Background: an optimization exercise with open tools, aiming at small area, a short achievable clock period and few clock cycles per item. Do not read the settings as production practice. In this exercise RTL edits were held to simulation tests only and were not proved equivalent to the original.

==> flow/design.v (outline; a module is shown in full before it is edited, if it fits) <==
// module cvs_ctrl: 45 lines
// module cvs_sq16: 222 lines
// module cvs_sq17: 220 lines
// module cvs_bk_add: 42 lines
// module cosine_vector_similarity: 313 lines
module cosine_vector_similarity #(
  parameter int unsigned MAX_DIM = 4096
) (
  input  logic               clk_i,
  input  logic               rst_ni,
  input  logic               in_valid_i,
  output logic               in_ready_o,
  input  logic signed [15:0] a_elem_i,
  input  logic signed [15:0] b_elem_i,
  input  logic               last_pair_i,
  output logic               out_valid_o,
  input  logic               out_ready_i,
  output logic signed [31:0] similarity_o,
  output logic               zero_norm_o
);
  // ...
==> flow/flow/run.sh <==
#!/bin/bash
set -euo pipefail
export SETUP_SLACK_MARGIN=8.5
bash standard.sh > standard.log 2>&1
==> flow/standard.sh <==
#!/bin/bash
# synth_recipe.tcl (not shown) runs the flow's synth.tcl, then flattens the netlist and writes it again
# the make line also repeats each setting of config.mk as NAME=value (left out here)
make -C /OpenROAD-flow-scripts/flow DESIGN_CONFIG=/design/flow/config.mk WORK_HOME=/design/flow/orfs CLKGATE_MAP_FILE= SYNTH_SCRIPT=/design/flow/synth_recipe.tcl "${@:-finish}"
==> flow/config.mk <==
export PLATFORM = sky130hd
export DESIGN_NAME = cosine_vector_similarity
export DESIGN_NICKNAME = cosine_vector_similarity
export VERILOG_FILES = /design/flow/design.v
export SDC_FILE = /design/flow/constraint.sdc
export NUM_CORES = 4
export LEC_CHECK = 0
export CAP_MARGIN = 20
export CORE_MARGIN = 2
export CORE_UTILIZATION = 55
export SLEW_MARGIN = 20
==> flow/constraint.sdc <==
create_clock -name core_clock -period 14.0 [get_ports {clk_i}]
set_input_delay 2.8000 -clock core_clock [delete_from_list [all_inputs] [get_ports {clk_i}]]
set_output_delay 2.8000 -clock core_clock [all_outputs]
set_load 0.01 [all_outputs]
==> summary.txt, run 1 <==
* Status: finished clean
* Minimum clock period at 5.317 ns
* Slowest stage delay, CP at 0.47 ns
* Num CTS Buffers at 113
* Largest delay share family, worst path: compound AO/OA/AOI/OAI gates
* Post-Synth XOR/XNOR Area at 5.539%
* Nets at 9882
* Clk sinks at 966
* Diode count at 2
* Buffer share of cell area at 1.627%
* Leading cell kind: multi-input combinational cells
* Average cell area after synthesis at 9.212 um2
* Die X at 383.1 um
* Area share of fa/ha/maj cells after synthesis at 26.01%
* Synth area leaders: edfxtp_1 19%, fa_1 15%, dfxtp_1 11%, ha_1 11%, inv_1 5.6%
* Post-route DRC at 0
* Worst R2R Path Depth at 21
* Non-filler cells, final at 10552
* Slew HR at 21.85%
* CTS Hold Buffers Added at 0
* Worst Setup End Kind: flop
* Initial DRC count at 4486
* Num sequential at 966
* Yosys cell types at 92
* Largest family of logic cells by synthesized area: adder cells
* Post-synthesis compound-gate area fraction at 13.50%
* Most frequent cells in the layout: 1160 x inv_1, 926 x nand2_1, 720 x ha_1, 577 x fa_1, 499 x edfxtp_1
* Post-Place Worst Slack at 6.685 ns
* Share of cells above drive strength 1 at 5.435%
* Util after Layout at 60.44%
* Worst-Margin Slew at 1.172 ns
* Grt total ovfl at 0
* Cell count after placement at 10304
Testbench counts, summed over its fixed seeds: cycles 23,100, items 640.
==> module cosine_vector_similarity, before the edit <==
module cosine_vector_similarity #(
  parameter int unsigned MAX_DIM = 4096
) (
  input  logic               clk_i,
  input  logic               rst_ni,
  input  logic               in_valid_i,
  output logic               in_ready_o,
  input  logic signed [15:0] a_elem_i,
  input  logic signed [15:0] b_elem_i,
  input  logic               last_pair_i,
  output logic               out_valid_o,
  input  logic               out_ready_i,
  output logic signed [31:0] similarity_o,
  output logic               zero_norm_o
);
  logic take, handoff, clr;
  logic v0_q, l0_q, v1_q, l1_q;
  logic ps_idle, slot_ok, buf_free;
  cvs_ctrl u_ctrl (
    .clk_i       (clk_i),
    .rst_ni      (rst_ni),
    .in_valid_i  (in_valid_i),
    .last_pair_i (last_pair_i),
    .v0_i        (v0_q),
    .l0_i        (l0_q),
    .v1_i        (v1_q),
    .l1_i        (l1_q),
    .slot_ok_i   (slot_ok),
    .buf_free_i  (buf_free),
    .in_ready_o  (in_ready_o),
    .take_o      (take),
    .handoff_o   (handoff),
    .clr_o       (clr)
  );
  always_ff @(posedge clk_i or negedge rst_ni) begin
    if (!rst_ni) begin
      v0_q <= 1'b0;
      l0_q <= 1'b0;
      v1_q <= 1'b0;
      l1_q <= 1'b0;
    end else begin
      v0_q <= take;
      l0_q <= take & last_pair_i;
      v1_q <= v0_q;
      l1_q <= l0_q;
    end
  end
  logic [15:0] a0_q, b0_q;
  logic [16:0] s0_q;
  always_ff @(posedge clk_i) begin
    a0_q <= take ? a_elem_i : '0;
    b0_q <= take ? b_elem_i : '0;
    s0_q <= take ? ({a_elem_i[15], a_elem_i} + {b_elem_i[15], b_elem_i}) : '0;
  end
  logic [30:0] aa_w, bb_w, aa_q, bb_q;
  logic [32:0] ss_w, ss_q;
  logic        nza_q, nzb_q;
  cvs_sq16 u_sqa (.x(a0_q), .y(aa_w));
  cvs_sq16 u_sqb (.x(b0_q), .y(bb_w));
  cvs_sq17 u_sqs (.x(s0_q), .y(ss_w));
  always_ff @(posedge clk_i) begin
    aa_q  <= aa_w;
    bb_q  <= bb_w;
    ss_q  <= ss_w;
    nza_q <= |a0_q;
    nzb_q <= |b0_q;
  end
  logic [43:0] dot_q;                  
  logic [42:0] na_q, nb_q;             
  logic        nza_acc_q, nzb_acc_q;   
  logic [43:0] dot_in;
  logic [42:0] na_in, nb_in;
  logic [42:0] na_w, nb_w, na_n, nb_n;
  logic [44:0] x1, x2, x3, x4, s1, c1, s2, c2, t2;
  logic [43:0] dot_w, dot_n;
  logic        nza_n, nzb_n;
  assign dot_in = dot_q;
  assign na_in  = na_q;
  assign nb_in  = nb_q;
  assign na_w = na_in + {12'd0, aa_q};
  assign nb_w = nb_in + {12'd0, bb_q};
  assign na_n = (na_w[42] & (|na_w[30:0])) ? cvs_pkg::SUM_CAP : na_w;
  assign nb_n = (nb_w[42] & (|nb_w[30:0])) ? cvs_pkg::SUM_CAP : nb_w;
  assign x1 = {dot_in, 1'b0};
  assign x2 = {12'd0, ss_q};
  assign x3 = ~{14'd0, aa_q};
  assign x4 = ~{14'd0, bb_q};
  assign s1 = x1 ^ x2 ^ x3;
  assign c1 = {((x1[43:0] & x2[43:0]) | (x1[43:0] & x3[43:0]) | (x2[43:0] & x3[43:0])), 1'b1};
  assign s2 = s1 ^ c1 ^ x4;
  assign c2 = {((s1[43:0] & c1[43:0]) | (s1[43:0] & x4[43:0]) | (c1[43:0] & x4[43:0])), 1'b1};
  assign t2 = s2 + c2;
  assign dot_w = t2[44:1];
  always_comb begin
    if (!dot_w[43] && dot_w[42] && (|dot_w[30:0])) begin
      dot_n = {1'b0, cvs_pkg::SUM_CAP};
    end else if (dot_w[43] && !dot_w[42]) begin
      dot_n = 44'hC00_0000_0000;
    end else begin
      dot_n = dot_w;
    end
  end
  assign nza_n = nza_acc_q | nza_q;
  assign nzb_n = nzb_acc_q | nzb_q;
  always_ff @(posedge clk_i) begin
    dot_q     <= clr ? '0 : dot_n;
    na_q      <= clr ? '0 : na_n;
    nb_q      <= clr ? '0 : nb_n;
    nza_acc_q <= !clr & nza_n;
    nzb_acc_q <= !clr & nzb_n;
  end
  logic [43:0] xd_q;
  logic [42:0] xa_q, xb_q;
  logic        xzn_q, xfull_q;
  logic        ps_load;
  assign slot_ok  = !xfull_q | ps_idle;
  assign buf_free = !xfull_q | ps_load;
  always_ff @(posedge clk_i or negedge rst_ni) begin
    if (!rst_ni) begin
      xfull_q <= 1'b0;
    end else if (handoff) begin
      xfull_q <= 1'b1;
    end else if (ps_load) begin
      xfull_q <= 1'b0;
    end
  end
  always_ff @(posedge clk_i) begin
    if (handoff) begin
      xd_q  <= dot_n;
      xa_q  <= na_n;
      xb_q  <= nb_n;
      xzn_q <= !(nza_n & nzb_n);
    end
  end
  localparam logic [1:0] PS_IDLE = 2'd0, PS_BUSY = 2'd1, PS_DONE = 2'd2;
  logic [1:0]  ps_st_q;
  logic [4:0]  pcnt_q;
  logic [42:0] ma_q, hp_q, hn_q;
  logic [43:0] lb_q;               
  logic [42:0] mu_q;               
  logic [43:0] lu_q;               
  logic        pneg_q, pzn_q;
  logic        plo_ge_q;           
  logic        ds_take;
  logic [43:0] u_abs;
  logic [44:0] sp_w, sn_w;
  assign u_abs = xd_q[43] ? (~xd_q + 44'd1) : xd_q;
  assign sp_w  = {2'b00, hp_q} + (lb_q[0] ? {2'b00, ma_q} : 45'd0)
               + (lb_q[1] ? {1'b0, ma_q, 1'b0} : 45'd0);
  assign sn_w  = {2'b00, hn_q} + (lu_q[0] ? {2'b00, mu_q} : 45'd0)
               + (lu_q[1] ? {1'b0, mu_q, 1'b0} : 45'd0);
  assign ps_idle = (ps_st_q == PS_IDLE);
  assign ps_load = xfull_q & (ps_idle | ds_take);
  always_ff @(posedge clk_i or negedge rst_ni) begin
    if (!rst_ni) begin
      ps_st_q <= PS_IDLE;
    end else if (ps_load) begin
      ps_st_q <= PS_BUSY;
    end else if (ds_take) begin
      ps_st_q <= PS_IDLE;
    end else if (ps_st_q == PS_BUSY && pcnt_q == 5'(cvs_pkg::MUL_STEPS - 1)) begin
      ps_st_q <= PS_DONE;
    end
  end
  always_ff @(posedge clk_i) begin
    if (ps_load) begin
      pcnt_q <= '0;
      ma_q   <= xa_q;
      lb_q   <= {1'b0, xb_q};
      mu_q   <= u_abs[42:0];
      lu_q   <= u_abs;
      hp_q   <= '0;
      hn_q   <= '0;
      pneg_q <= xd_q[43];
      pzn_q  <= xzn_q;
      plo_ge_q <= 1'b1;
    end else if (ps_st_q == PS_BUSY) begin
      pcnt_q <= pcnt_q + 5'd1;
      plo_ge_q <= (sn_w[1:0] > sp_w[1:0]) | ((sn_w[1:0] == sp_w[1:0]) & plo_ge_q);
      hp_q   <= sp_w[44:2];
      lb_q   <= {sp_w[1:0], lb_q[43:2]};
      hn_q   <= sn_w[44:2];
      lu_q   <= {sn_w[1:0], lu_q[43:2]};
    end
  end
  logic        dbusy_q, tail_q;
  logic [4:0]  dcnt_q;
  logic [84:0] rem_q, div_q;
  logic [1:0]  qd_q;
  logic [31:0] srem_q;
  logic [29:0] root_q;
  logic        bsat_q, bzn_q, bneg_q;    
  logic        tsat_q, tzn_q, tneg_q;    
  logic        ov_q, zn_q;
  logic [31:0] sim_q;
  logic        out_load, dstep, last_step, n_ge_p;
  logic [84:0] n_full, p_full;
  assign n_full = {hn_q[40:0], lu_q};
  assign p_full = {hp_q[40:0], lb_q};
  assign n_ge_p    = (hn_q[40:0] > hp_q[40:0]) | ((hn_q[40:0] == hp_q[40:0]) & plo_ge_q);
  assign dstep     = dbusy_q;
  assign last_step = dbusy_q & (dcnt_q == 5'(cvs_pkg::DIV_STEPS - 1));
  assign ds_take   = (ps_st_q == PS_DONE)
                   & ((!dbusy_q & (!tail_q | !ov_q)) | (last_step & !ov_q));
  assign out_load  = tail_q & (!ov_q | out_ready_i);
  logic [87:0] r4, r4o, pd1, pd2, d1, d2, d3, e3s, e3c;
  logic [1:0]  q_w;
  logic [84:0] rem_n;
  assign r4  = {1'b0, rem_q, 2'b00};
  assign pd1 = {3'b000, div_q};
  assign pd2 = {2'b00, div_q, 1'b0};
  cvs_bk_add #(.W(88)) u_d1 (.a(r4), .b(~pd1), .ci(1'b1), .y(d1));
  cvs_bk_add #(.W(88)) u_d2 (.a(r4), .b(~pd2), .ci(1'b1), .y(d2));
  assign r4o = {r4[87:1], 1'b1};
  assign e3s = r4o ^ ~pd1 ^ ~pd2;
  assign e3c = {((r4o[86:0] & ~pd1[86:0]) | (r4o[86:0] & ~pd2[86:0]) | (~pd1[86:0] & ~pd2[86:0])), 1'b1};
  cvs_bk_add #(.W(88)) u_d3 (.a(e3s), .b(e3c), .ci(1'b0), .y(d3));
  always_comb begin
    if (!d3[87]) begin
      q_w   = 2'd3;
      rem_n = d3[84:0];
    end else if (!d2[87]) begin
      q_w   = 2'd2;
      rem_n = d2[84:0];
    end else if (!d1[87]) begin
      q_w   = 2'd1;
      rem_n = d1[84:0];
    end else begin
      q_w   = 2'd0;
      rem_n = r4[84:0];
    end
  end
  logic [33:0] sq_t, sq_trial, sq_s;
  logic [31:0] srem_in;
  logic [29:0] root_in;
  logic        sq_ge, sq_first;
  assign sq_first = (dcnt_q == 5'd1);
  assign srem_in  = sq_first ? '0 : srem_q;
  assign root_in  = sq_first ? '0 : root_q;
  assign sq_t     = {srem_in, qd_q};
  assign sq_trial = {2'b00, root_in, 2'b01};
  assign sq_s     = sq_t - sq_trial;
  assign sq_ge    = !sq_s[33];
  logic [30:0] r_pos, r_neg;
  logic [31:0] sim_n;
  assign r_pos = {2'b00, root_q[28:0]};
  assign r_neg = ~r_pos + 31'd1;
  always_comb begin
    if (tzn_q) begin
      sim_n = '0;
    end else if (tsat_q) begin
      sim_n = tneg_q ? -{1'b0, cvs_pkg::ONE_Q30} : {1'b0, cvs_pkg::ONE_Q30};
    end else if (tneg_q) begin
      sim_n = sq_ge ? {~r_pos, 1'b1} : {r_neg, 1'b0};
    end else begin
      sim_n = {r_pos, sq_ge};
    end
  end
  always_ff @(posedge clk_i or negedge rst_ni) begin
    if (!rst_ni) begin
      dbusy_q <= 1'b0;
      tail_q  <= 1'b0;
      ov_q    <= 1'b0;
    end else begin
      if (ds_take) begin
        dbusy_q <= 1'b1;
      end else if (last_step) begin
        dbusy_q <= 1'b0;
      end
      if (last_step) begin
        tail_q <= 1'b1;
      end else if (out_load) begin
        tail_q <= 1'b0;
      end
      if (out_load) begin
        ov_q <= 1'b1;
      end else if (out_ready_i) begin
        ov_q <= 1'b0;
      end
    end
  end
  always_ff @(posedge clk_i) begin
    rem_q <= ds_take ? n_full : rem_n;
    if (ds_take) begin
      dcnt_q <= (pzn_q || n_ge_p) ? 5'(cvs_pkg::DIV_STEPS - 1) : 5'd0;
      div_q  <= p_full;
      bsat_q <= n_ge_p;
      bzn_q  <= pzn_q;
      bneg_q <= pneg_q;
    end else if (dstep) begin
      dcnt_q <= dcnt_q + 5'd1;
    end
    if (dstep) begin
      qd_q <= q_w;
      if (dcnt_q != 5'd0) begin
        srem_q <= sq_ge ? sq_s[31:0] : sq_t[31:0];
        root_q <= {root_in[28:0], sq_ge};
      end
    end
    if (last_step) begin
      tsat_q <= bsat_q;
      tzn_q  <= bzn_q;
      tneg_q <= bneg_q;
    end
    if (out_load) begin
      sim_q <= sim_n;
      zn_q  <= tzn_q;
    end
  end
  assign out_valid_o  = ov_q;
  assign similarity_o = sim_q;
  assign zero_norm_o  = zn_q;
endmodule
==> run 2, diff against run 1 <==
--- a/flow/design.v
+++ b/flow/design.v
@@ -614,4 +614,4 @@
   assign nb_in  = nb_q;
-  assign na_w = na_in + {12'd0, aa_q};
-  assign nb_w = nb_in + {12'd0, bb_q};
+  cvs_bk_add #(.W(43)) u_na (.a(na_in), .b({12'd0, aa_q}), .ci(1'b0), .y(na_w));
+  cvs_bk_add #(.W(43)) u_nb (.a(nb_in), .b({12'd0, bb_q}), .ci(1'b0), .y(nb_w));
   assign na_n = (na_w[42] & (|na_w[30:0])) ? cvs_pkg::SUM_CAP : na_w;
==> summary.txt, run 2 <==
* Status: finished clean (unchanged)
* Filler instances at 12235 (was 12613)
* Initial antenna violation count at 5 (was 10)
* Share of cells above drive strength 1 at 6.069% (was 5.435%)
* Crit Path Category: flop to flop (unchanged)
* Setup-failing EPs final at 0 (unchanged)
* IO Count at 72 (unchanged)
* R2r setup slk at 8.67 ns (was 8.68 ns)
* Fmax at 187.6 MHz (was 188.1 MHz)
* Die height at 379.6 um (was 383.1 um)
* Unrepaired setup endpoints after global routing: true (unchanged)
* Syn. warnings at 8 (was 5)
* Nets at 9583 (was 9882)
* Util after Layout at 60.62% (was 60.44%)
* DRT Pass-1 Iters at 5 (was 6)
* Minimum clock period at 5.330 ns (was 5.317 ns)
* Most common cell after layout, fill and taps aside: inv_1 (unchanged)
* FF-to-FF End: bb_q[27]$_DFF_P_ (was rem_q[55]$_DFF_P_)
* Largest family of logic cells by synthesized area: adder cells (unchanged)
* Post-Synth XOR/XNOR Area at 5.418% (was 5.539%)
* Routed length per instance at 20.55 um (was 20.98 um)
* Clk buf depth at 3 (unchanged)
* Post-DP HPWL at 160200 um (was 168500 um)
* Most common cell in the netlist: inv_1 (unchanged)
* Hold EP: l1_q$_DFF_PN0_ (unchanged)
* Cell Area, Synth at 77600 um2 (was 79060 um2)
* Max cap viols at 0 (unchanged)
* Dominant synthesized flop cell: edfxtp_1 (unchanged)
* Hold path cells at 0 (unchanged)
* Leading area contributor after synthesis: edfxtp_1 (unchanged)
* Max FO, Critical Path at 18 (was 4)
* Initial DRC count at 4450 (was 4486)
* Diode count at 0 (was 2)
* Core area at 139700 um2 (was 143100 um2)
* Clk sinks at 966 (unchanged)
* Post-synthesis compound-gate area fraction at 13.51% (was 13.50%)
* Most frequent cells after synthesis: 1165 x inv_1, 845 x nand2_1, 730 x ha_1 (was 1171 x inv_1, 929 x nand2_1, 720 x ha_1)
* Top-area cell type share of the netlist area at 19.31% (was 18.95%)
* Skew final at 0.03763 ns (was 0.03185 ns)
* Seq/Total Area, Yosys at 31.45% (was 30.87%)
* Area growth syn-to-layout at 9.139% (was 9.415%)
* Startpoint Class: flop (unchanged)
* Yosys cell types at 90 (was 92)
* ANT nets after route at 0 (unchanged)
* Worst Setup End Kind: flop (unchanged)
* Critical hold path startpoint: l0_q$_DFF_PN0_ (unchanged)
* Cells after Synth at 8227 (was 8582)
* Synth Area in Simple Gates at 14.49% (was 16.28%)
* Vias in the first global route at 57435 (was 59271)
* GRT Total Usage at 28.90% (was 29.83%)
* Final Slew Violations at 0 (unchanged)
* GPL Wtd Cong at 0.9213 (was 0.9286)
* Setup Total Neg Slack at 0 ns (unchanged)
* Port bufs at 71 (unchanged)
* Grt total ovfl at 0 (unchanged)
* Clock-pin slew on the worst setup and hold paths at 0.06 ns (was 0.07 ns)
* Fin crit share at 38.07% (was 37.98%)
* Initial Util at 55.55% (was 55.23%)
* Largest net degree at the start of global routing at 87 (was 159)
* Worst-Margin Slew at 1.098 ns (was 1.172 ns)
* FP Rows at 137 (was 139)
* Post-route DRC at 0 (unchanged)
* Syn Nets at 9601 (was 9916)
* Via count at 57589 (was 60483)
* Slew HR at 26.80% (was 21.85%)
* Worst R2R Path Depth at 20 (was 21)
* Num CTS Buffers at 108 (was 113)
* Critical path arrival at 5.99 ns (was 5.94 ns)
* Post-synthesis mux area share at 0.6917% (was 0.8356%)
* CP required at 14.66 ns (was 14.63 ns)
* Most frequent cells in the layout: 1162 x inv_1, 837 x nand2_1, 725 x ha_1, 607 x fa_1, 499 x edfxtp_1 (was 1160 x inv_1, 926 x nand2_1, 720 x ha_1, 577 x fa_1, 499 x edfxtp_1)
* Synth area leaders: edfxtp_1 19%, fa_1 16%, ha_1 12%, dfxtp_1 12%, inv_1 5.6% (was edfxtp_1 19%, fa_1 15%, dfxtp_1 11%, ha_1 11%, inv_1 5.6%)
* CTS tree: done (unchanged)
* #FFs+latches synth at 966 (unchanged)
* Routed wire length at 209200 um (was 221400 um)
* Reg2reg start: b0_q[9]$_SDFF_PN0_ (was div_q[7]$_DFFE_PP_)
* Worst skew pair latency at 0.73 ns (was 0.76 ns)
* Largest registers: div_q (85), rem_q (85) (unchanged)
* Post-synth EDFFs at 499 (unchanged)
* CTS root buf: clkbuf_16 (unchanged)
* Worst Hold Class: flop to flop (unchanged)
* Htree depth at 3 (unchanged)
* Final Hold Vio Count at 0 (unchanged)
* Average cell area after synthesis at 9.432 um2 (was 9.212 um2)
* Post-DR vias/cell at 5.657 (was 5.732)
* First-pass GRT wire length at 328600 um (was 340000 um)
* Post-synth ARST share at 1.449% (unchanged)
* Die area at 144100 um2 (was 146800 um2)
* Die X at 379.6 um (was 383.1 um)
* Area share of fa/ha/maj cells after synthesis at 27.43% (was 26.01%)
[run 2: cell count changes after synthesis, sizes merged, moves of 26 or more]
cell | before | now
o21ai | 348 | 257
nand2 | 929 | 846
nor3 | 203 | 133
nand3 | 132 | 71
o22ai | 49 | 107
mux2i | 60 | 3
a21o | 240 | 289
mux2 | 5 | 45
a211oi | 39 | 76
a221oi | 57 | 25
fa | 577 | 607
or3 | 55 | 28
xor2 | 222 | 196
[run 2: cell families (layout without fill, tap and decap cells)]
logic type	after synthesis	in the layout
AND/OR/NAND/NOR	2343	2343
AO/OA/AOI/OAI	1609	1612
adder cells (fa/ha/maj)	1337	1337
other	1	1
XOR/XNOR	480	480
flip-flops	966	966
multiplexers	48	50
buffers and inverters	1443	1515
[run 2: worst max path at each step]
stage	start	end	slack (ns)	depth (start not counted)
2_1_floorplan	a_elem_i[0]	s0_q[14]$_SDFF_PN0_	8.61	16
3_3_place_gp	div_q[13]$_DFFE_PP_	rem_q[10]$_DFF_P_	7.07	17
3_5_place_dp	div_q[12]$_DFFE_PP_	rem_q[10]$_DFF_P_	7.33	17
4_1_cts	aa_q[0]$_DFF_P_	xa_q[2]$_DFFE_PP_	8.51	23
5_1_grt	b0_q[9]$_SDFF_PN0_	bb_q[29]$_DFF_P_	8.39	21
6_report	b0_q[9]$_SDFF_PN0_	bb_q[27]$_DFF_P_	8.67	20
[run 2: final cells by class]
| cell class | instances | area, um2 | area share, % |
|---|---|---|---|
| Timing Repair Buffer | 140 | 1378 | 1.627 |
| Clock buffer | 149 | 3047 | 3.597 |
| Multi-Input combinational cell | 5823 | 48570 | 57.35 |
| Clock inverter | 56 | 410.4 | 0.4846 |
| Inverter | 1170 | 4407 | 5.203 |
| Sequential cell | 966 | 24530 | 28.97 |
| Tap cell | 1876 | 2347 | 2.772 |
[run 2: metal layers]
layer,share of wire [%],vias to the layer above,GRT usage [%],wire [um]
met3,5.5,264,2.912,11510
met1,46,28135,41.49,96030
met4,3.3,0,9.532,6967
met2,45,1471,45.92,94650
li1,-,27719,-,-
met5,0,-,0,0
[run 2: timing repair]
| item | CTS | global route |
|---|---|---|
| gates cloned | 3 | 4 |
| buffers inserted | 7 | 18 |
| hold buffers | 0 | 0 |
| pin swaps | 8 | 33 |
| setup endpoints to repair | 337 | 341 |
| resized for setup | 86 | 152 |
[run 2: stage by stage]
stage | hold slack (ns) | std cells | area [um2] | setup WS, ns
after CTS | 0.3811 | 10158 | 83880 | 8.506
final | 0.3804 | 10180 | 84690 | 8.670
after floorplan | 0.3290 | 8227 | 77610 | 8.610
after detailed placement | 0.3669 | 9943 | 80050 | 7.326
after global routing | 0.3896 | 10180 | 84690 | 8.394
after global placement | 0.3590 | 9943 | 80040 | 7.068
[run 2: worst max-delay path, cell delays in order (launching register included)]
cell and delay [ns]:
dfxtp_1 0.29, buf_4 0.19, and2_1 0.18, fa_1 0.53, inv_1 0.05, fa_1 0.47, fa_1 0.50, inv_1 0.05
ha_2 0.32, nand2_2 0.11, nor2_1 0.06, a211oi_2 0.25, o31ai_4 0.16, o31ai_4 0.31, o2111ai_2 0.17, o31a_1 0.32
a41o_1 0.23, or4b_4 0.50, a31o_2 0.26, a21oi_1 0.17, xnor2_1 0.13
Testbench counts of run 2, summed over its fixed seeds: cycles 23,100, items 640.
==> run 3, diff against run 2 <==
--- a/flow/config.mk
+++ b/flow/config.mk
@@ -9,3 +9,3 @@
 export CORE_MARGIN = 2
-export CORE_UTILIZATION = 55
+export CORE_UTILIZATION = 68
 export SLEW_MARGIN = 20
==> summary.txt, run 3 <==
* Top-area cell type share of the netlist area at 19.31% (unchanged)
* Most frequent cells in the layout: 1165 x inv_1, 839 x nand2_1, 728 x ha_1, 607 x fa_1, 499 x edfxtp_1 (was 1162 x inv_1, 837 x nand2_1, 725 x ha_1, 607 x fa_1, 499 x edfxtp_1)
* Critical path arrival at 5.94 ns (was 5.99 ns)
* Nets at 9597 (was 9583)
* Clk buf depth at 3 (unchanged)
* Largest registers: div_q (85), rem_q (85) (unchanged)
* Post-Place Worst Slack at 7.508 ns (was 7.326 ns)
* Setup Total Neg Slack at 0 ns (unchanged)
* Post-synth ARST share at 1.449% (unchanged)
* GPL Wtd Cong at 0.9661 (was 0.9213)
* Worst Hold Class: flop to flop (unchanged)
* Startpoint Class: flop (unchanged)
* Core area at 112800 um2 (was 139700 um2)
* Setup ws final at 8.631 ns (was 8.670 ns)
* Synth Area in Simple Gates at 14.49% (unchanged)
* Grt total ovfl at 0 (unchanged)
* Dominant synthesized flop cell: edfxtp_1 (unchanged)
* Port bufs at 71 (unchanged)
* Num CTS Buffers at 106 (was 108)
* Post-synthesis compound-gate area fraction at 13.51% (unchanged)
* Most common cell in the netlist: inv_1 (unchanged)
* Routed wire length at 203600 um (was 209200 um)
* Filler instances at 8200 (was 12235)
* Setup-failing EPs final at 0 (unchanged)
* Synth area leaders: edfxtp_1 19%, fa_1 16%, ha_1 12%, dfxtp_1 12%, inv_1 5.6% (unchanged)
* Post-DR vias/cell at 5.996 (was 5.657)
* Area share of fa/ha/maj cells after synthesis at 27.43% (unchanged)
* Average cell area after synthesis at 9.432 um2 (unchanged)
* Largest family of logic cells by synthesized area: adder cells (unchanged)
* CP required at 14.57 ns (was 14.66 ns)
* Htree depth at 3 (unchanged)
* Unrepaired setup endpoints after global routing: true (unchanged)
* Worst-Margin Slew at 1.169 ns (was 1.098 ns)
* Fmax at 186.3 MHz (was 187.6 MHz)
* CTS Hold Buffers Added at 0 (unchanged)
* Max FO, Critical Path at 21 (was 18)
* Area growth syn-to-layout at 8.886% (was 9.139%)
* Max cap viols at 0 (unchanged)
* Die height at 341.8 um (was 379.6 um)
* Initial DRC count at 4739 (was 4450)
* ANT nets after route at 0 (unchanged)
* Fin crit share at 38.35% (was 38.07%)
* Initial antenna violation count at 2 (was 5)
* GR Util met2 at 54.79% (was 45.92%)
* Worst skew pair latency at 0.73 ns (about the same)
* Post-Synth XOR/XNOR Area at 5.418% (unchanged)
* Diode count at 0 (unchanged)
* Vias in the first global route at 57959 (was 57435)
* Post-synthesis mux area share at 0.6917% (unchanged)
* Final Slew Violations at 0 (unchanged)
* Multi-input gate area at 48550 um2 (was 48570 um2)
* Seq/Total Area, Yosys at 31.45% (unchanged)
* Crit Path Category: flop to flop (unchanged)
* Clk sinks at 966 (unchanged)
* GRT Total Usage at 34.65% (was 28.90%)
* Met1 usage at 47.42% (was 41.49%)
* Syn. warnings at 8 (unchanged)
* Minimum clock period at 5.369 ns (was 5.330 ns)
* Initial Util at 68.79% (was 55.55%)
* Status: finished clean (unchanged)
* Via count at 58847 (was 57589)
* Post-route DRC at 0 (unchanged)
* Post-synth EDFFs at 499 (unchanged)
* Largest net degree at the start of global routing at 90 (was 87)
* Syn Nets at 9601 (unchanged)
* Die X at 341.8 um (was 379.6 um)
* Yosys cell types at 90 (unchanged)
* CTS root buf: clkbuf_16 (unchanged)
* Gr busiest metal: met2 (unchanged)
* Die area at 116800 um2 (was 144100 um2)
* FF+latch area at 24530 um2 (about the same)
* FP Rows at 123 (was 137)
* Skew final at 0.04373 ns (was 0.03763 ns)
* Cell Area, Synth at 77600 um2 (unchanged)
* Final Hold Vio Count at 0 (unchanged)
* Hold path cells at 0 (unchanged)
* IO Count at 72 (unchanged)
* Post-DP HPWL at 152700 um (was 160200 um)
* DRT Pass-1 Iters at 5 (unchanged)
* Clock-pin slew on the worst setup and hold paths at 0.06 ns (about the same)
* Met3 usage at 5.128% (was 2.912%)
* Leading area contributor after synthesis: edfxtp_1 (unchanged)
* Worst R2R Path Depth at 23 (was 20)
* #FFs+latches synth at 966 (unchanged)
* Share of cells above drive strength 1 at 6.097% (was 6.069%)
* Worst Setup End Kind: flop (unchanged)
* CTS tree: done (unchanged)
* Most common cell after layout, fill and taps aside: inv_1 (unchanged)
* Most frequent cells after synthesis: 1165 x inv_1, 845 x nand2_1, 730 x ha_1 (unchanged)
* Final hold slack at 0.3726 ns (was 0.3804 ns)
* Routed length per instance at 20.74 um (was 20.55 um)
* Cells after Synth at 8227 (unchanged)
* First-pass GRT wire length at 317700 um (was 328600 um)
* Slew HR at 22.06% (was 26.80%)
[run 3: changes by cell type in the layout (fill, tap and decap cells not counted), moves of 4 or more]
cell,before,now
buf_12,4,9
buf_4,51,56
bufinv_16,3,12
clkbuf_16,112,108
clkinv_2,23,15
dfxtp_2,10,15
dfxtp_4,31,27
o31a_4,2,6
o31ai_4,7,3
[run 3: area by class of cell]
cell class	count	share of cell area (%)
Sequential cell	966	29.03
Timing Repair Buffer	151	1.768
Tap cell	1500	2.221
Inverter	1170	5.215
Multi-Input combinational cell	5828	57.46
Clock buffer	141	3.474
Clock inverter	59	0.8381
[run 3: kinds of logic (layout without fill, tap and decap cells)]
family | after synthesis | after routing
AO/OA/AOI/OAI | 1609 | 1617
XOR/XNOR | 480 | 480
adder cells (fa/ha/maj) | 1337 | 1337
buffers and inverters | 1443 | 1521
flip-flops | 966 | 966
multiplexers | 48 | 50
other | 1 | 1
AND/OR/NAND/NOR | 2343 | 2343
[run 3: routing by layer]
layer  wire [um]  up-vias
li1            -    27763
met1       85680    28634
met2       92130     2056
met3       15560      394
met4       10220        0
met5           0        -
[run 3: what timing repair did]
action | CTS | global route
setup buffers | 13 | 22
setup endpoints to repair | 370 | 412
gates cloned | 8 | 5
pin swaps | 8 | 20
resized for setup | 83 | 138
[run 3: worst paths after layout]
kind                                                  end       startpoint  slack, ns
worst max-delay path                   xa_q[16]$_DFFE_PP_  aa_q[0]$_DFF_P_       8.63
worst min-delay path                       v1_q$_DFF_PN0_   v0_q$_DFF_PN0_       0.37
worst max register to register         xa_q[16]$_DFFE_PP_  aa_q[0]$_DFF_P_       8.63
worst min register to register             v1_q$_DFF_PN0_   v0_q$_DFF_PN0_       0.37
max in group asynchronous       u_ctrl.pend_q$_DFFE_PN0P_           rst_ni      10.97
min in group asynchronous             dbusy_q$_DFFE_PN0P_           rst_ni       2.54
[run 3: through the flow]
step | std cells | cell area (um2) | util [%]
3_3_place_gp | 9567 | 79580 | 70.55
2_1_floorplan | 8227 | 77610 | -
5_1_grt | 9815 | 84490 | 74.90
3_5_place_dp | 9567 | 79580 | 70.55
4_1_cts | 9788 | 83700 | 74.20
6_report | 9815 | 84490 | 74.90
[run 3: worst max-delay path, stage by stage (launching register included)]
cell and delay (ns):
dfxtp_1 0.32, ha_1 0.19, ha_1 0.20, a21o_1 0.21
a21oi_2 0.22, o21bai_1 0.11, a31o_2 0.27, nand4_1 0.09
nand2_1 0.12, a41o_1 0.31, a31o_2 0.31, a211o_4 0.37
a21o_1 0.20, a21o_1 0.18, a21o_1 0.19, fa_1 0.50
nor2_2 0.14, nand4_1 0.13, nor4_2 0.20, nand4_1 0.19
nand2b_1 0.19, mux2i_4 0.14, buf_6 0.24, nor2b_1 0.15
==> run 4, diff against run 3 <==
==> flow/flow/run.sh (replaced) <==
#!/bin/bash
set -euo pipefail
export SETUP_SLACK_MARGIN=8.8
bash standard.sh > standard.log 2>&1
--- a/flow/config.mk
+++ b/flow/config.mk
@@ -9,3 +9,3 @@
 export CORE_MARGIN = 2
-export CORE_UTILIZATION = 68
+export CORE_UTILIZATION = 55
 export SLEW_MARGIN = 20
==> summary.txt, run 4 <==
* Status: finished clean (unchanged)
* Cells after Synth at 8227 (unchanged)
* Setup ws final at 8.834 ns (was 8.631 ns)
* GPL Wtd Cong at 0.9283 (was 0.9661)
* Post-DR vias/cell at 5.646 (was 5.996)
* Die area at 144100 um2 (was 116800 um2)
* Post-DP HPWL at 158700 um (was 152700 um)
* CTS root buf: clkbuf_16 (unchanged)
* Final Slew Violations at 0 (unchanged)
* Via count at 58433 (was 58847)
* Routed length per instance at 20.60 um (was 20.74 um)
* Initial Util at 55.55% (was 68.79%)
* Htree depth at 3 (unchanged)
* Worst Hold Class: flop to flop (unchanged)
* Most frequent cells after synthesis: 1165 x inv_1, 845 x nand2_1, 730 x ha_1 (unchanged)
* #FFs+latches synth at 966 (unchanged)
* Cell Area, Synth at 77600 um2 (unchanged)
* Leading area contributor after synthesis: edfxtp_1 (unchanged)
* Final instance area at 87460 um2 (was 84490 um2)
* Slowest stage cell, crit path: clkdlybuf4s50_1 (was fa_1)
* Initial antenna violation count at 7 (was 2)
* Fin crit share at 36.90% (was 38.35%)
* Final Hold Vio Count at 0 (unchanged)
* CTS tree: done (unchanged)
* Largest registers: div_q (85), rem_q (85) (unchanged)
* Worst-Margin Slew at 1.105 ns (was 1.169 ns)
* Critical path arrival at 5.82 ns (was 5.94 ns)
* Worst path most repeated cell: buf_4 (was a21o_1)
* IO Count at 72 (unchanged)
* Most common cell in the netlist: inv_1 (unchanged)
* FP Rows at 137 (was 123)
* Setup Total Neg Slack at 0 ns (unchanged)
* Nets at 9747 (was 9597)
* Top-area cell type share of the netlist area at 19.31% (unchanged)
* Worst skew pair latency at 0.74 ns (was 0.73 ns)
* Average cell area after synthesis at 9.432 um2 (unchanged)
* Unrepaired setup endpoints after global routing: true (unchanged)
* Setup-failing EPs final at 0 (unchanged)
* Seq/Total Area, Yosys at 31.45% (unchanged)
* Max cap viols at 0 (unchanged)
* CP required at 14.66 ns (was 14.57 ns)
* Routed wire length at 213200 um (was 203600 um)
* Grt total ovfl at 0 (unchanged)
* Core area at 139700 um2 (was 112800 um2)
* Minimum clock period at 5.166 ns (was 5.369 ns)
* Clk buf depth at 3 (unchanged)
* Synth area leaders: edfxtp_1 19%, fa_1 16%, ha_1 12%, dfxtp_1 12%, inv_1 5.6% (unchanged)
* Startpoint Class: input pin (was flop)
* DRT Pass-1 Iters at 8 (was 5)
* Crit-path cells: clkdlybuf4s50_1, inv_1, fa_2, nor2b_4, o21ai_2, a21boi_2, buf_4, buf_4, buf_4, buf_4, buf_4, buf_4, buf_4, buf_4, buf_4, buf_4, buf_4, buf_4, buf_4, buf_4, nor3_2 (was ha_1, ha_1, a21o_1, a21oi_2, o21bai_1, a31o_2, nand4_1, nand2_1, a41o_1, a31o_2, a211o_4, a21o_1, a21o_1, a21o_1, fa_1, nor2_2, nand4_1, nor4_2, nand4_1, nand2b_1, mux2i_4, buf_6, nor2b_1)
* CP bufs+invs at 16 (was 1)
* Post-route DRC at 0 (unchanged)
* Port bufs at 71 (unchanged)
* Syn Nets at 9601 (unchanged)
* Post-Place Worst Slack at 7.217 ns (was 7.508 ns)
* Most common cell after layout, fill and taps aside: inv_1 (unchanged)
* Syn. warnings at 8 (unchanged)
* Initial DRC count at 4403 (was 4739)
* Post-synth EDFFs at 499 (unchanged)
* CTS Hold Buffers Added at 0 (unchanged)
* Yosys cell types at 90 (unchanged)
* Die height at 379.6 um (was 341.8 um)
* Clk sinks at 966 (unchanged)
* Vias in the first global route at 57395 (was 57959)
* Worst Setup End Kind: flop (unchanged)
* Largest net degree at the start of global routing at 87 (was 90)
* Slowest stage delay, CP at 0.45 ns (was 0.50 ns)
* ANT nets after route at 0 (unchanged)
* Max FO, Critical Path at 2 (was 21)
* R2r setup slk at 8.87 ns (was 8.63 ns)
* Dpl cell area at 80070 um2 (was 79580 um2)
* First-pass GRT wire length at 327900 um (was 317700 um)
* Fmax at 193.6 MHz (was 186.3 MHz)
* Crit Path Category: input pin to flop (was flop to flop)
* Largest delay share family, worst path: buffers and inverters (was compound AO/OA/AOI/OAI gates)
* Area growth syn-to-layout at 12.71% (was 8.886%)
* GRT Total Usage at 28.85% (was 34.65%)
* Most frequent cells in the layout: 1143 x inv_1, 834 x nand2_1, 708 x ha_1, 603 x fa_1, 499 x edfxtp_1 (was 1165 x inv_1, 839 x nand2_1, 728 x ha_1, 607 x fa_1, 499 x edfxtp_1)
* Die X at 379.6 um (was 341.8 um)
* Share of cells above drive strength 1 at 9.785% (was 6.097%)
* Slew HR at 26.34% (was 22.06%)
* Clock-pin slew on the worst setup and hold paths at 0.06 ns (about the same)
* Dominant synthesized flop cell: edfxtp_1 (unchanged)
* Post-synth ARST share at 1.449% (unchanged)
* Skew final at 0.03429 ns (was 0.04373 ns)
* Num CTS Buffers at 111 (was 106)
* Final hold slack at 0.3822 ns (was 0.3726 ns)
run 4: cell count changes in the layout (fill, tap and decap cells not counted), moves of 16 or more:
cell,delta
a21oi_1,-16
buf_4,+126
clkbuf_16,+16
ha_1,-20
dfxtp_4,+16
inv_1,-22
a21oi_2,+17
dfxtp_1,-18
inv_2,+21
nor3_1,-16
run 4: cells by family (layout without fill, tap and decap cells):
group | after synthesis | in the layout | synth area share (%)
AO/OA/AOI/OAI | 1609 | 1613 | 13.51
XOR/XNOR | 480 | 480 | 5.418
buffers and inverters | 1443 | 1679 | 7.003
AND/OR/NAND/NOR | 2343 | 2345 | 14.49
adder cells (fa/ha/maj) | 1337 | 1337 | 27.43
multiplexers | 48 | 51 | 0.6917
other | 1 | 2 | 0.004833
flip-flops | 966 | 966 | 31.45
run 4: worst paths after layout:
kind	start	to	depth (start not counted)
hold reg to reg	l0_q$_DFF_PN0_	l1_q$_DFF_PN0_	0
setup / recovery	b_elem_i[1]	s0_q[4]$_SDFF_PN0_	21
setup reg to reg	aa_q[13]$_DFF_P_	dot_q[4]$_SDFF_PN0_	18
hold / removal	l0_q$_DFF_PN0_	l1_q$_DFF_PN0_	0
max in group asynchronous	rst_ni	ov_q$_DFFE_PN0P_	1
min in group asynchronous	rst_ni	v0_q$_DFF_PN0_	1
run 4: cell type report:
type                            instances  area (um2)
Sequential cell                       966       24590
Fill cell                           11849       52240
Clock buffer                          156        3114
Tap cell                             1876        2347
Multi-Input combinational cell       5827       49370
Antenna cell                            1       2.502
Inverter                             1170        4409
Timing Repair Buffer                  297        2919
Clock inverter                         56       703.2
run 4: worst register-to-register path, delay by kind of cell, from the launching register on:
| family | cells | cell delay (ns) |
|---|---|---|
| compound gates | 7 | 1.88 |
| xor+xnor | 1 | 0.25 |
| fa+ha+maj | 3 | 1.35 |
| buf+inv | 3 | 0.41 |
| flops | 1 | 0.36 |
| simple gates | 4 | 0.78 |
run 4: timing repair:
item / 4_1_cts / 5_1_grt
setup endpoints to repair: 414 / 366
setup buffers: 60 / 108
gates resized for setup: 192 / 287
pin swaps: 32 / 107
gates cloned: 10 / 15
run 4: metal layers:
layer | up-vias | GRT usage [%] | routed length, um
li1 | 28059 | - | -
met3 | 311 | 3.206 | 12030
met4 | 0 | 9.510 | 7391
met5 | - | 0 | 0
met1 | 28568 | 41.05 | 96310
met2 | 1495 | 46.01 | 97450
run 4: metrics by stage:
stage               std cells  utilization [%]
finish                  10349            62.60
global route            10348            62.60
CTS                     10225            60.99
detailed placement       9943            57.31
global placement         9943            57.31
floorplan                8227                -
==> run 5, diff against run 4 <==
==> flow/flow/run.sh (replaced) <==
#!/bin/bash
set -euo pipefail
export SETUP_SLACK_MARGIN=8.5
bash standard.sh > standard.log 2>&1
--- a/flow/config.mk
+++ b/flow/config.mk
@@ -10,2 +10,4 @@
 export CORE_UTILIZATION = 55
+export CTS_CLUSTER_DIAMETER = 100
+export CTS_CLUSTER_SIZE = 20
 export SLEW_MARGIN = 20
==> summary.txt, run 5 <==
* Status: finished clean (unchanged)
* #FFs+latches synth at 966 (unchanged)
* Clock-pin slew on the worst setup and hold paths at 0.09 ns (was 0.06 ns)
* Hold EP: l1_q$_DFF_PN0_ (unchanged)
* Vias in the first global route at 56874 (was 57395)
* Slew HR at 28.27% (was 26.34%)
* Die area at 144100 um2 (unchanged)
* Seq/Total Area, Yosys at 31.45% (unchanged)
* Syn Nets at 9601 (unchanged)
* Synth Area in Simple Gates at 14.49% (unchanged)
* Dpl cell area at 80050 um2 (was 80070 um2)
* Die X at 379.6 um (unchanged)
* GPL Wtd Cong at 0.9213 (was 0.9283)
* Worst R2R Path Depth at 17 (was 18)
* Port bufs at 71 (unchanged)
* Synth area leaders: edfxtp_1 19%, fa_1 16%, ha_1 12%, dfxtp_1 12%, inv_1 5.6% (unchanged)
* Cell Area, Synth at 77600 um2 (unchanged)
* Fin crit share at 37.98% (was 36.90%)
* Final Slew Violations at 0 (unchanged)
* Most frequent cells after synthesis: 1165 x inv_1, 845 x nand2_1, 730 x ha_1 (unchanged)
* Post-DR vias/cell at 5.663 (was 5.646)
* Leading area contributor after synthesis: edfxtp_1 (unchanged)
* Dominant synthesized flop cell: edfxtp_1 (unchanged)
* Worst Hold Class: flop to flop (unchanged)
* Met3 usage at 2.570% (was 3.206%)
* Syn. warnings at 8 (unchanged)
* Unrepaired setup endpoints after global routing: true (unchanged)
* Htree depth at 2 (was 3)
* Core area at 139700 um2 (unchanged)
* Post-Place Worst Slack at 7.326 ns (was 7.217 ns)
* Critical path arrival at 5.91 ns (was 5.82 ns)
* Largest net degree at the start of global routing at 87 (unchanged)
* Gr busiest metal: met2 (unchanged)
* Post-synth ARST share at 1.449% (unchanged)
* Largest family of logic cells by synthesized area: adder cells (unchanged)
* Minimum clock period at 5.317 ns (was 5.166 ns)
* FF-to-FF End: dot_q[39]$_SDFF_PN0_ (was dot_q[4]$_SDFF_PN0_)
* Top-area cell type share of the netlist area at 19.31% (unchanged)
* Initial DRC count at 4185 (was 4403)
* Post-synthesis mux area share at 0.6917% (unchanged)
* R2r setup slk at 8.68 ns (was 8.87 ns)
* Fmax at 188.1 MHz (was 193.6 MHz)
* Post-Synth XOR/XNOR Area at 5.418% (unchanged)
* Grt total ovfl at 0 (unchanged)
* Met1 usage at 41.39% (was 41.05%)
* Routed wire length at 207700 um (was 213200 um)
* Post-synth EDFFs at 499 (unchanged)
* GR Util met2 at 45.53% (was 46.01%)
* CTS tree: done (unchanged)
* Setup Total Neg Slack at 0 ns (unchanged)
* IO Count at 72 (unchanged)
* Largest registers: div_q (85), rem_q (85) (unchanged)
* Critical hold path startpoint: l0_q$_DFF_PN0_ (unchanged)
* Clk buf depth at 3 (unchanged)
* Skew final at 0.02479 ns (was 0.03429 ns)
* Post-synthesis compound-gate area fraction at 13.51% (unchanged)
* Setup ws final at 8.683 ns (was 8.834 ns)
* Routed length per instance at 20.61 um (was 20.60 um)
* CTS Hold Buffers Added at 0 (unchanged)
* Post-route DRC at 0 (unchanged)
* Final hold slack at 0.3837 ns (was 0.3822 ns)
* Hold path cells at 0 (unchanged)
* Area share of fa/ha/maj cells after synthesis at 27.43% (unchanged)
* Max FO, Critical Path at 11 (was 2)
* Area growth syn-to-layout at 6.788% (was 12.71%)
* CTS root buf: clkbuf_16 (unchanged)
* Final Hold Vio Count at 0 (unchanged)
* Worst Setup End Kind: flop (unchanged)
* Initial Util at 55.55% (unchanged)
* Nets at 9528 (was 9747)
* Average cell area after synthesis at 9.432 um2 (unchanged)
* FP Rows at 137 (unchanged)
* Startpoint Class: flop (was input pin)
* Most common cell after layout, fill and taps aside: inv_1 (unchanged)
* Post-DP HPWL at 160200 um (was 158700 um)
* Via count at 57068 (was 58433)
* Most common cell in the netlist: inv_1 (unchanged)
* DRT Pass-1 Iters at 6 (was 8)
* Clk sinks at 966 (unchanged)
* Setup-failing EPs final at 0 (unchanged)
* GRT Total Usage at 28.62% (was 28.85%)
* Util after Layout at 59.32% (was 62.60%)
* Die height at 379.6 um (unchanged)
* Crit Path Category: flop to flop (was input pin to flop)
* Cells after Synth at 8227 (unchanged)
* Worst-Margin Slew at 1.076 ns (was 1.105 ns)
* Yosys cell types at 90 (unchanged)
* Worst skew pair latency at 0.70 ns (was 0.74 ns)
* CP required at 14.60 ns (was 14.66 ns)
* Reg2reg start: aa_q[4]$_DFF_P_ (was aa_q[13]$_DFF_P_)
* First-pass GRT wire length at 325800 um (was 327900 um)
* Most frequent cells in the layout: 1162 x inv_1, 837 x nand2_1, 723 x ha_1, 607 x fa_1, 499 x edfxtp_1 (was 1143 x inv_1, 834 x nand2_1, 708 x ha_1, 603 x fa_1, 499 x edfxtp_1)
* Initial antenna violation count at 9 (was 7)
* Final instance area at 82870 um2 (was 87460 um2)
* Num CTS Buffers at 56 (was 111)
* Max cap viols at 0 (unchanged)
* Share of cells above drive strength 1 at 4.890% (was 9.785%)
* ANT nets after route at 0 (unchanged)
==> run 5: critical path, cell delays in order, from the launching register on <==
cell	delay, ns
dfxtp_1	0.53
fa_1	0.48
fa_1	0.54
inv_1	0.04
ha_1	0.22
or2_2	0.28
o311a_1	0.37
o21ai_0	0.24
a21oi_1	0.18
nor3_2	0.36
buf_4	0.18
xor2_1	0.39
nand4_1	0.13
and4b_1	0.27
nand4_1	0.18
buf_4	0.22
o31a_4	0.34
nor3_1	0.27
==> run 5: metrics by stage <==
step                std cells
global placement         9943
finish                  10077
detailed placement       9943
global route            10076
CTS                     10056
floorplan                8227
==> run 5: cells by family (layout without fill, tap and decap cells) <==
group,count (synthesis),after routing
and+or+nand+nor,2343,2343
AOI/OAI and AO/OA,1609,1612
other,1,2
xor gates and xnor gates,480,480
buffers and inverters,1443,1411
DFF,966,966
muxes,48,50
adders and majority gates,1337,1337
==> run 5: cell type report <==
cell class	instances	area, um2
Multi-Input combinational cell	5823	48590
Clock inverter	9	86.33
Antenna cell	1	2.502
Tap cell	1876	2347
Sequential cell	966	24530
Inverter	1170	4407
Fill cell	12398	56840
Timing Repair Buffer	137	1338
Clock buffer	95	1568
==> run 5: timing repair <==
action | in CTS | in global routing
pin swaps | 7 | 29
gates resized for setup | 85 | 154
setup endpoints to repair | 328 | 335
gates cloned | 3 | 3
setup buffers | 6 | 17
==> run 5: how the worst max path moves through the flow <==
stage,cells after the start,startpoint,slack [ns],endpoint
after detailed placement,17,div_q[12]$_DFFE_PP_,7.33,rem_q[10]$_DFF_P_
after CTS,17,a_elem_i[0],8.50,s0_q[14]$_SDFF_PN0_
after global routing,17,a_elem_i[0],8.39,s0_q[14]$_SDFF_PN0_
final,17,aa_q[4]$_DFF_P_,8.68,dot_q[39]$_SDFF_PN0_
after floorplan,16,a_elem_i[0],8.61,s0_q[14]$_SDFF_PN0_
after global placement,17,div_q[13]$_DFFE_PP_,7.07,rem_q[10]$_DFF_P_
==> run 5: per-layer routing <==
layer / vias up / part of all wire, %
li1: 27526 / -
met1: 27926 / 46
met2: 1372 / 45
met3: 244 / 5.3
met4: 0 / 3.4
met5: - / 0
==> run 6, diff against run 5 <==
--- a/flow/config.mk
+++ b/flow/config.mk
@@ -10,4 +10,4 @@
 export CORE_UTILIZATION = 55
-export CTS_CLUSTER_DIAMETER = 100
-export CTS_CLUSTER_SIZE = 20
+export CTS_CLUSTER_DIAMETER = 80
+export CTS_CLUSTER_SIZE = 24
 export SLEW_MARGIN = 20
==> summary.txt, run 6 <==
* Status: finished clean (unchanged)
* Skew final at 0.03557 ns (was 0.02479 ns)
* Routed wire length at 208200 um (was 207700 um)
* Critical path arrival at 5.93 ns (was 5.91 ns)
* FF+latch area at 24530 um2 (about the same)
* Slew HR at 27.75% (was 28.27%)
* #FFs+latches synth at 966 (unchanged)
* Startpoint Class: flop (unchanged)
* Top-area cell type share of the netlist area at 19.31% (unchanged)
* Leading area contributor after synthesis: edfxtp_1 (unchanged)
* Fmax at 187.9 MHz (was 188.1 MHz)
* Area growth syn-to-layout at 7.731% (was 6.788%)
* Hold EP: v1_q$_DFF_PN0_ (was l1_q$_DFF_PN0_)
* Worst R2R Path Depth at 19 (was 17)
* Most common cell after layout, fill and taps aside: inv_1 (unchanged)
* Die area at 144100 um2 (unchanged)
* Setup-failing EPs final at 0 (unchanged)
* GRT Total Usage at 28.73% (was 28.62%)
* Largest net degree at the start of global routing at 87 (unchanged)
* Syn Nets at 9601 (unchanged)
* Unrepaired setup endpoints after global routing: true (unchanged)
* Most common cell in the netlist: inv_1 (unchanged)
* Largest registers: div_q (85), rem_q (85) (unchanged)
* Final Hold Vio Count at 0 (unchanged)
* Num CTS Buffers at 68 (was 56)
* Seq/Total Area, Yosys at 31.45% (unchanged)
* Initial antenna violation count at 8 (was 9)
* FP Rows at 137 (unchanged)
* Worst skew pair latency at 0.70 ns (about the same)
* Clk sinks at 966 (unchanged)
* Multi-input gate area at 48580 um2 (was 48590 um2)
* Clk buf depth at 3 (unchanged)
* Max cap viols at 0 (unchanged)
* Post-route DRC at 0 (unchanged)
* Dpl cell area at 80050 um2 (unchanged)
* Post-DR vias/cell at 5.668 (was 5.663)
* Via count at 57242 (was 57068)
* Most frequent cells after synthesis: 1165 x inv_1, 845 x nand2_1, 730 x ha_1 (unchanged)
* Initial DRC count at 4139 (was 4185)
* R2r setup slk at 8.68 ns (about the same)
* Die height at 379.6 um (unchanged)
* GPL Wtd Cong at 0.9213 (unchanged)
* ANT nets after route at 0 (unchanged)
* DRT Pass-1 Iters at 5 (was 6)
* Syn. warnings at 8 (unchanged)
* FF-to-FF End: bb_q[27]$_DFF_P_ (was dot_q[39]$_SDFF_PN0_)
* Vias in the first global route at 56939 (was 56874)
* CP required at 14.61 ns (was 14.60 ns)
* Initial Util at 55.55% (unchanged)
* Worst-Margin Slew at 1.084 ns (was 1.076 ns)
* Hold path cells at 0 (unchanged)
* Routed length per instance at 20.62 um (was 20.61 um)
* Share of cells above drive strength 1 at 5.534% (was 4.890%)
* IO Count at 72 (unchanged)
* CTS tree: done (unchanged)
* Most frequent cells in the layout: 1162 x inv_1, 837 x nand2_1, 724 x ha_1, 607 x fa_1, 499 x edfxtp_1 (was 1162 x inv_1, 837 x nand2_1, 723 x ha_1, 607 x fa_1, 499 x edfxtp_1)
* Reg2reg start: b0_q[0]$_SDFF_PN0_ (was aa_q[4]$_DFF_P_)
* Final hold slack at 0.3867 ns (was 0.3837 ns)
* Final Slew Violations at 0 (unchanged)
* Dominant synthesized flop cell: edfxtp_1 (unchanged)
* Port bufs at 71 (unchanged)
* Core area at 139700 um2 (unchanged)
* Max FO, Critical Path at 20 (was 11)
* Minimum clock period at 5.321 ns (was 5.317 ns)
* Fin crit share at 38.01% (was 37.98%)
* Crit Path Category: flop to flop (unchanged)
* Critical hold path startpoint: v0_q$_DFF_PN0_ (was l0_q$_DFF_PN0_)
* Post-DP HPWL at 160200 um (unchanged)
* Synth area leaders: edfxtp_1 19%, fa_1 16%, ha_1 12%, dfxtp_1 12%, inv_1 5.6% (unchanged)
* Average cell area after synthesis at 9.432 um2 (unchanged)
* Nets at 9541 (was 9528)
* Filler instances at 12341 (was 12398)
* Grt total ovfl at 0 (unchanged)
* Clock-pin slew on the worst setup and hold paths at 0.09 ns (about the same)
* Post-synth ARST share at 1.449% (unchanged)
* Cell Area, Synth at 77600 um2 (unchanged)
* Die X at 379.6 um (unchanged)
* Final instance area at 83600 um2 (was 82870 um2)
* Worst Setup End Kind: flop (unchanged)
* CTS Hold Buffers Added at 0 (unchanged)
* CTS root buf: clkbuf_16 (unchanged)
* First-pass GRT wire length at 326600 um (was 325800 um)
* Htree depth at 3 (was 2)
* Yosys cell types at 90 (unchanged)
* Cells after Synth at 8227 (unchanged)
* Post-synth EDFFs at 499 (unchanged)
* Setup Total Neg Slack at 0 ns (unchanged)
* Worst Hold Class: flop to flop (unchanged)
## run 6: cell types whose count changed in the layout (fill, tap and decap cells not counted), sizes merged
| cell | before | now |
|---|---|---|
| bufinv | 0 | 2 |
| clkinvlp | 3 | 1 |
| inv | 1173 | 1197 |
| clkbuf | 97 | 81 |
| clkinv | 3 | 16 |
| buf | 64 | 65 |
## run 6: cells by family (layout without fill, tap and decap cells)
kind of cell | after synthesis | count (layout) | share of synthesized area (%)
AND/OR/NAND/NOR | 2343 | 2343 | 14.49
AO/OA/AOI/OAI | 1609 | 1612 | 13.51
buffers and inverters | 1443 | 1433 | 7.003
adder cells (fa/ha/maj) | 1337 | 1337 | 27.43
flip-flops | 966 | 966 | 31.45
XOR/XNOR | 480 | 480 | 5.418
multiplexers | 48 | 50 | 0.6917
other | 1 | 2 | 0.004833
## run 6: what timing repair did
action,CTS,global route
pin swaps,7,30
resized for setup,86,157
cloned,3,3
endpoints found under the setup margin,325,334
setup buffers,7,17
## run 6: cell type report
| type | count | area share, % |
|---|---|---|
| Multi-Input combinational cell | 5823 | 58.11 |
| Tap cell | 1876 | 2.808 |
| Clock buffer | 79 | 2.161 |
| Antenna cell | 1 | 0.002993 |
| Sequential cell | 966 | 29.35 |
| Inverter | 1170 | 5.271 |
| Clock inverter | 46 | 0.6900 |
| Timing Repair Buffer | 138 | 1.613 |
## run 6: worst max-delay path, stage by stage (launching register included)
cell	delay, ns
dfxtp_2	0.44
and2_1	0.23
fa_1	0.53
inv_1	0.05
fa_1	0.47
fa_1	0.50
inv_1	0.05
ha_2	0.32
nand2_2	0.11
nor2_1	0.06
a211oi_2	0.26
o31ai_4	0.16
o31ai_4	0.31
o2111ai_2	0.17
o31a_1	0.32
a41o_1	0.23
or4b_4	0.50
a31o_2	0.25
a21oi_1	0.17
xnor2_1	0.13
## run 6: worst max path at each step
stage | to | cells after the start | slack [ns] | start
after global placement | rem_q[10]$_DFF_P_ | 17 | 7.07 | div_q[13]$_DFFE_PP_
after global routing | bb_q[29]$_DFF_P_ | 20 | 8.39 | b0_q[0]$_SDFF_PN0_
after CTS | bb_q[30]$_DFF_P_ | 21 | 8.50 | b0_q[4]$_SDFF_PN0_
after detailed placement | rem_q[10]$_DFF_P_ | 17 | 7.33 | div_q[12]$_DFFE_PP_
after floorplan | s0_q[14]$_SDFF_PN0_ | 16 | 8.61 | a_elem_i[0]
final | bb_q[27]$_DFF_P_ | 19 | 8.68 | b0_q[0]$_SDFF_PN0_
## run 6: per-stage QoR
step | instances | setup WS [ns] | util (%)
after floorplan | 8227 | 8.610 | -
after global placement | 9943 | 7.068 | 57.30
after detailed placement | 9943 | 7.326 | 57.30
after CTS | 10078 | 8.502 | 59.27
after global routing | 10098 | 8.393 | 59.84
final | 10099 | 8.679 | 59.84
## run 6: metal layers
metal / track usage, % / routed length [um]
met1: 41.38 / 96300
met4: 9.141 / 7269
met2: 45.63 / 94150
met5: 0 / 0
met3: 2.899 / 10500

afterwards: timing with drivers on the ports:
The results above use ideal ports. As a check the final layouts listed here were re-extracted and re-timed, cells and wires unchanged.
Step 1 assumes that a clkbuf_16 drives the clock port and a buf_2 every other input.
Step 2 times the ports against the registers' clock, not the clock port: input delays grow and output delays shrink by t, the midpoint of the rising clock arrivals with the driver on.
Slacks: no drivers / after step 1 / after step 2; pairs: no drivers / after step 1.
run | t, ns | setup WS [ns] | worst setup path at the end | pins driven straight from the clock port
run 1 | 0.818 | 8.683 / 8.683 / 7.972 | input to register | 1
run 2 | 0.793 | 8.670 / 8.670 / 7.990 | input to register | 1
run 3 | 0.780 | 8.631 / 8.631 / 8.113 | input to register | 1
run 4 | 0.801 | 8.834 / 8.866 / 8.079 | input to register | 1
run 5 | 0.773 | 8.683 / 8.683 / 7.993 | input to register | 1
run 6 | 0.756 | 8.679 / 8.679 / 8.012 | input to register | 1
After both steps every run listed still meets setup and hold. For run 4, which loses most, drivers alone change the setup slack by +0.032 ns; drivers and shift together by -0.755 ns.
